Context: an optimization exercise on an open-source flow, tuned for small area and few clock cycles per item. The choices shown serve that exercise and are no tape-out recipe. In this exercise RTL edits were held to simulation tests only and were not proved equivalent to the original. Power and IR drop assume default switching activity. The clock port is modelled as an ideal driver; clocking choices that lean on that would not hold on a real chip.

==> flow/design.v (excerpt) <==
module dither_top #(
  parameter int line_width = 320
) (
  input  wire            clk_pixel,
  input  wire            rst_n,
  input  wire            in_valid,
  output logic           in_ready,
  input  dither_pkg::rgb565_t        in_pixel,
  input  dither_pkg::hcount_t        in_hcount,
  input  dither_pkg::vcount_t        in_vcount,
  input  dither_pkg::gray_sel_t      gray_sel,   
  input  dither_pkg::gray_t          threshold,  
  output logic           out_valid,
  input  wire            out_ready,
  output logic           out_dot,
  output dither_pkg::gray_t          out_gray,
  output dither_pkg::hcount_t        out_hcount,
  output dither_pkg::vcount_t        out_vcount
);
Size: ~3200 cells after synthesis, roughly 2600 flip-flops, about 83 I/O pins, ~56000 sq um of cells after synthesis.
Settings: LEC_CHECK=0, CAP_MARGIN=20, CORE_MARGIN=2, CORE_UTILIZATION=70, PLACE_DENSITY=0.8, SLEW_MARGIN=20; clock period 12.0 ns.
standard.sh (not shown) runs the stock make flow with config.mk's settings and CLKGATE_MAP_FILE= SYNTH_SCRIPT=/design/flow/synth_recipe.tcl, a recipe that flattens the netlist after the stock synthesis.
==> flow/flow/run.sh <==
#!/bin/bash
# Standard layout, with the clock tree built without dummy loads and the
# ports buffered with the smallest buffer.
set -euo pipefail
bash standard.sh \
  'CTS_ARGS=-sink_clustering_enable -repair_clock_nets -sink_clustering_size 22 -sink_clustering_max_diameter 40 -buf_list sky130_fd_sc_hd__clkbuf_8 -dont_use_dummy_load' \
  'BUFFER_PORTS_ARGS=-buffer_cell sky130_fd_sc_hd__buf_1' \
  finish > standard_flow.log 2>&1
The starting point went through all stages and came out clean.
Testbench counts at the start, summed over its fixed seeds: cycles 460,806, items 460,800.
Next try:
--- a/flow/flow/run.sh
+++ b/flow/flow/run.sh
@@ -6 +6 @@
-  'CTS_ARGS=-sink_clustering_enable -repair_clock_nets -sink_clustering_size 22 -sink_clustering_max_diameter 40 -buf_list sky130_fd_sc_hd__clkbuf_8 -dont_use_dummy_load' \
+  'CTS_ARGS=-sink_clustering_enable -repair_clock_nets -sink_clustering_size 20 -sink_clustering_max_diameter 50 -buf_list sky130_fd_sc_hd__clkbuf_8 -dont_use_dummy_load' \
After rerunning: Clock-buffer cell count went down by 14; die area does not change; wire length went down slightly; synthesized area stays the same; worst setup slack gains 15 ps; hold slack gains 38 ps.

* * *

dither_top, a different RTL version from the one above (not shown whole).
Size: about 3,100 cells after synthesis, about 56,000 um2 of cells after synthesis.
export LEC_CHECK = 0
export CAP_MARGIN = 20
export CORE_MARGIN = 2
export CORE_UTILIZATION = 45
export PLACE_DENSITY = 0.6
export SLEW_MARGIN = 20
create_clock -name core_clock -period 12.0 [get_ports {clk_pixel}]
==> flow/flow/run.sh <==
#!/bin/bash
# Standard layout, with the clock tree built without dummy loads and the
# ports buffered with the smallest buffer.
set -euo pipefail
bash standard.sh \
  'CTS_ARGS=-sink_clustering_enable -repair_clock_nets -sink_clustering_size 34 -sink_clustering_max_diameter 80 -buf_list sky130_fd_sc_hd__clkbuf_16 -dont_use_dummy_load' \
  'BUFFER_PORTS_ARGS=-buffer_cell sky130_fd_sc_hd__buf_1' \
  finish > standard_flow.log 2>&1
The first run went through all stages and came out clean.
Testbench counts at the start, summed over its fixed seeds: cycles 460,806, items 460,800.
Next try:
--- a/flow/flow/run.sh
+++ b/flow/flow/run.sh
@@ -6 +6 @@
-  'CTS_ARGS=-sink_clustering_enable -repair_clock_nets -sink_clustering_size 34 -sink_clustering_max_diameter 80 -buf_list sky130_fd_sc_hd__clkbuf_16 -dont_use_dummy_load' \
+  'CTS_ARGS=-sink_clustering_enable -repair_clock_nets -sink_clustering_size 20 -sink_clustering_max_diameter 60 -buf_list sky130_fd_sc_hd__clkbuf_8 -dont_use_dummy_load' \
--- a/flow/config.mk
+++ b/flow/config.mk
@@ -10,2 +10,2 @@
-export CORE_UTILIZATION = 45
-export PLACE_DENSITY = 0.6
+export CORE_UTILIZATION = 60
+export PLACE_DENSITY = 0.7
After rerunning: Power goes down slightly; fmax came out lower slightly; non-clock buffer count is lower by 1; clock power drops by a few percent; area after synthesis stays the same; cell area drops slightly; sequential share of layout area goes up by 0.96 points; final cell count decreases by a few percent; worst setup slack loses 0.14 ns; register-to-register slack degrades by 0.46 ns; synthesized cell count stays the same.

* * *

Starting RTL as in the previous note.
clock: 12.0 ns
lec_check: 0
cap_margin: 20
core_margin: 2
core_utilization: 45
cts_buf_list: sky130_fd_sc_hd__clkbuf_8
cts_cluster_diameter: 50
cts_cluster_size: 18
place_density: 0.6
slew_margin: 20
==> flow/flow/run.sh <==
#!/bin/bash
# Standard layout, with the clock tree built without dummy loads and the
# ports buffered with the smallest buffer.
set -euo pipefail
bash standard.sh \
  'CTS_ARGS=-sink_clustering_enable -repair_clock_nets -sink_clustering_size 18 -sink_clustering_max_diameter 50 -buf_list sky130_fd_sc_hd__clkbuf_8 -dont_use_dummy_load' \
  'BUFFER_PORTS_ARGS=-buffer_cell sky130_fd_sc_hd__buf_1' \
  finish > standard_flow.log 2>&1
Testbench counts at the start, summed over its fixed seeds: cycles 460,806, items 460,800.
Then changed:
==> flow/run.sh (new file) <==
#!/bin/bash
# synth_recipe.tcl (not shown) runs the flow's synth.tcl, then flattens the netlist and writes it again
# the make line also repeats each setting of config.mk as NAME=value (left out here)
make -C /OpenROAD-flow-scripts/flow DESIGN_CONFIG=/design/flow/config.mk WORK_HOME=/design/flow/orfs CLKGATE_MAP_FILE= SYNTH_SCRIPT=/design/flow/synth_recipe.tcl finish
--- a/flow/config.mk
+++ b/flow/config.mk
@@ -11,3 +10,0 @@
-export CTS_BUF_LIST = sky130_fd_sc_hd__clkbuf_8
-export CTS_CLUSTER_DIAMETER = 50
-export CTS_CLUSTER_SIZE = 18
removed: flow/flow/run.sh
removed: flow/standard.sh
=> Utilization goes up by 4.7 points; clock-buffer cell count goes up by 153; routed wire length goes up by 6.6%.
Then changed:
--- a/flow/config.mk
+++ b/flow/config.mk
@@ -10,0 +11,3 @@
+export CTS_BUF_LIST = sky130_fd_sc_hd__clkbuf_16
+export CTS_CLUSTER_DIAMETER = 60
+export CTS_CLUSTER_SIZE = 30
The new run completed without violations; clock-buffer cell count drops by 216; combinational power barely changes; power went down by 16%; wire length is lower by 5.5%.
Then changed:
--- a/flow/config.mk
+++ b/flow/config.mk
@@ -11,3 +11,3 @@
-export CTS_BUF_LIST = sky130_fd_sc_hd__clkbuf_16
-export CTS_CLUSTER_DIAMETER = 60
-export CTS_CLUSTER_SIZE = 30
+export CTS_BUF_LIST = sky130_fd_sc_hd__clkbuf_8
+export CTS_CLUSTER_DIAMETER = 50
+export CTS_CLUSTER_SIZE = 18
Total power is lower by 4.3%. Sequential cell count does not change. Combinational power barely changes. Design area is lower by 1.2%.

* * *

Another version of the RTL of dither_top (not shown whole).
Size in the first run: about 2,600 flip-flops, about 83 I/O pins, about 0.057 sq mm of cells after synthesis.
export LEC_CHECK = 0
export CAP_MARGIN = 20
export CORE_MARGIN = 2
export CORE_UTILIZATION = 70
export PLACE_DENSITY = 0.8
export SLEW_MARGIN = 20
create_clock -name core_clock -period 12.0 [get_ports {clk_pixel}]
==> flow/flow/run.sh <==
#!/bin/bash
# Standard layout, with the clock tree built without dummy loads and the
# ports buffered with the smallest buffer.
set -euo pipefail
bash standard.sh \
  'CTS_ARGS=-sink_clustering_enable -repair_clock_nets -sink_clustering_size 32 -sink_clustering_max_diameter 50 -buf_list sky130_fd_sc_hd__clkbuf_16 -dont_use_dummy_load' \
  'BUFFER_PORTS_ARGS=-buffer_cell sky130_fd_sc_hd__buf_1' \
  finish > standard_flow.log 2>&1
Testbench counts at the start, summed over its fixed seeds: cycles 460,806, items 460,800.
Edit:
==> flow/flow/run.sh (replaced) <==
#!/bin/bash
# Standard layout, with the clock tree built without dummy loads and the
# ports buffered with the smallest buffer.
set -euo pipefail
bash standard.sh \
  'CTS_ARGS=-sink_clustering_enable -repair_clock_nets -sink_clustering_size 20 -sink_clustering_max_diameter 50 -buf_list sky130_fd_sc_hd__clkbuf_8 -dont_use_dummy_load' \
  'BUFFER_PORTS_ARGS=-buffer_cell sky130_fd_sc_hd__buf_1' \
  finish > standard_flow.log 2>&1
Effect: Core utilization decreases by 1.5 points. Sequential share of layout area rises by 1.7 points. Clock skew rises by 0.018 ns. Via count drops by 2.2%. Cell area came out lower by about 2%. Combinational power stays flat.
Edit:
==> flow/flow/run.sh (replaced) <==
#!/bin/bash
# Standard layout, with the clock tree built without dummy loads and the
# ports buffered with the smallest buffer.
set -euo pipefail
bash standard.sh \
  'CTS_ARGS=-sink_clustering_enable -repair_clock_nets -sink_clustering_size 20 -sink_clustering_max_diameter 60 -buf_list sky130_fd_sc_hd__clkbuf_8 -dont_use_dummy_load' \
  'BUFFER_PORTS_ARGS=-buffer_cell sky130_fd_sc_hd__buf_1' \
  finish > standard_flow.log 2>&1
CORE_UTILIZATION = 60   (was 70)
PLACE_DENSITY = 0.7   (was 0.8)
Via count shrinks by about 1.6%.
Setup slack is worse by 0.071 ns.
Combinational power grows by about 6%.
Clock power stays flat.
Global-route usage is lower by 4.3 points.
Power is higher by about 0.4%.
Die area rose by about 16%.
Area after synthesis is unchanged.
Routed wire length shrinks by about 10%.
Final area rises by about 0.4%.
Register-to-register slack improves by 0.21 ns.

[static timing again, ports no longer ideal]
The results above use ideal ports. As a check the final layouts listed here were re-extracted and re-timed, cells and wires unchanged.
Step 1, drivers: a clkbuf_16 drives clk_pixel and a buf_2 each remaining input, both assumed.
Step 2 adds t to the input delays and takes it off the output delays; t is the mean of the earliest and latest rising clock arrival at the registers after step 1. Input paths then give back, and output paths get back, about the clock's delay inside the block.
Three values: no drivers, after step 1, after step 2; two values: the first two.
| run | shift t [ns] | slack for setup (ns) | worst register clock-pin slew, ns |
|---|---|---|---|
| the first run of note 1 | 0.846 | 1.696 / 1.709 / 0.864 | 0.12 / 0.12 |
| the second run of note 1 | 0.827 | 1.712 / 1.719 / 0.892 | 0.11 / 0.11 |
| the first run of note 2 | 0.709 | 1.269 / 1.311 / 0.602 | 0.12 / 0.12 |
| the second run of note 2 | 0.837 | 1.132 / 1.164 / 0.327 | 0.11 / 0.11 |
| the first run of note 3 | 0.874 | 1.445 / 1.489 / 0.615 | 0.10 / 0.10 |
| the second run of note 3 | 0.849 | 1.112 / 1.152 / 0.303 | 0.07 / 0.07 |
| the third run of note 3 | 0.770 | 1.011 / 1.051 / 0.281 | 0.10 / 0.10 |
| the fourth run of note 3 | 0.912 | 1.158 / 1.194 / 0.282 | 0.11 / 0.11 |
| the first run of note 4 | 0.765 | 0.778 / 0.800 / 0.035 | 0.12 / 0.12 |
| the second run of note 4 | 0.842 | 0.805 / 0.834 / -0.008 | 0.12 / 0.12 |
| the third run of note 4 | 0.852 | 0.733 / 0.772 / -0.080 | 0.11 / 0.11 |
Met with ideal ports but missed after step 2: setup timing in the second run of note 4 and the third run of note 4. The setup slack of the fourth run of note 3, which loses most, moves by +0.036 ns with the drivers and by -0.876 ns with both steps.
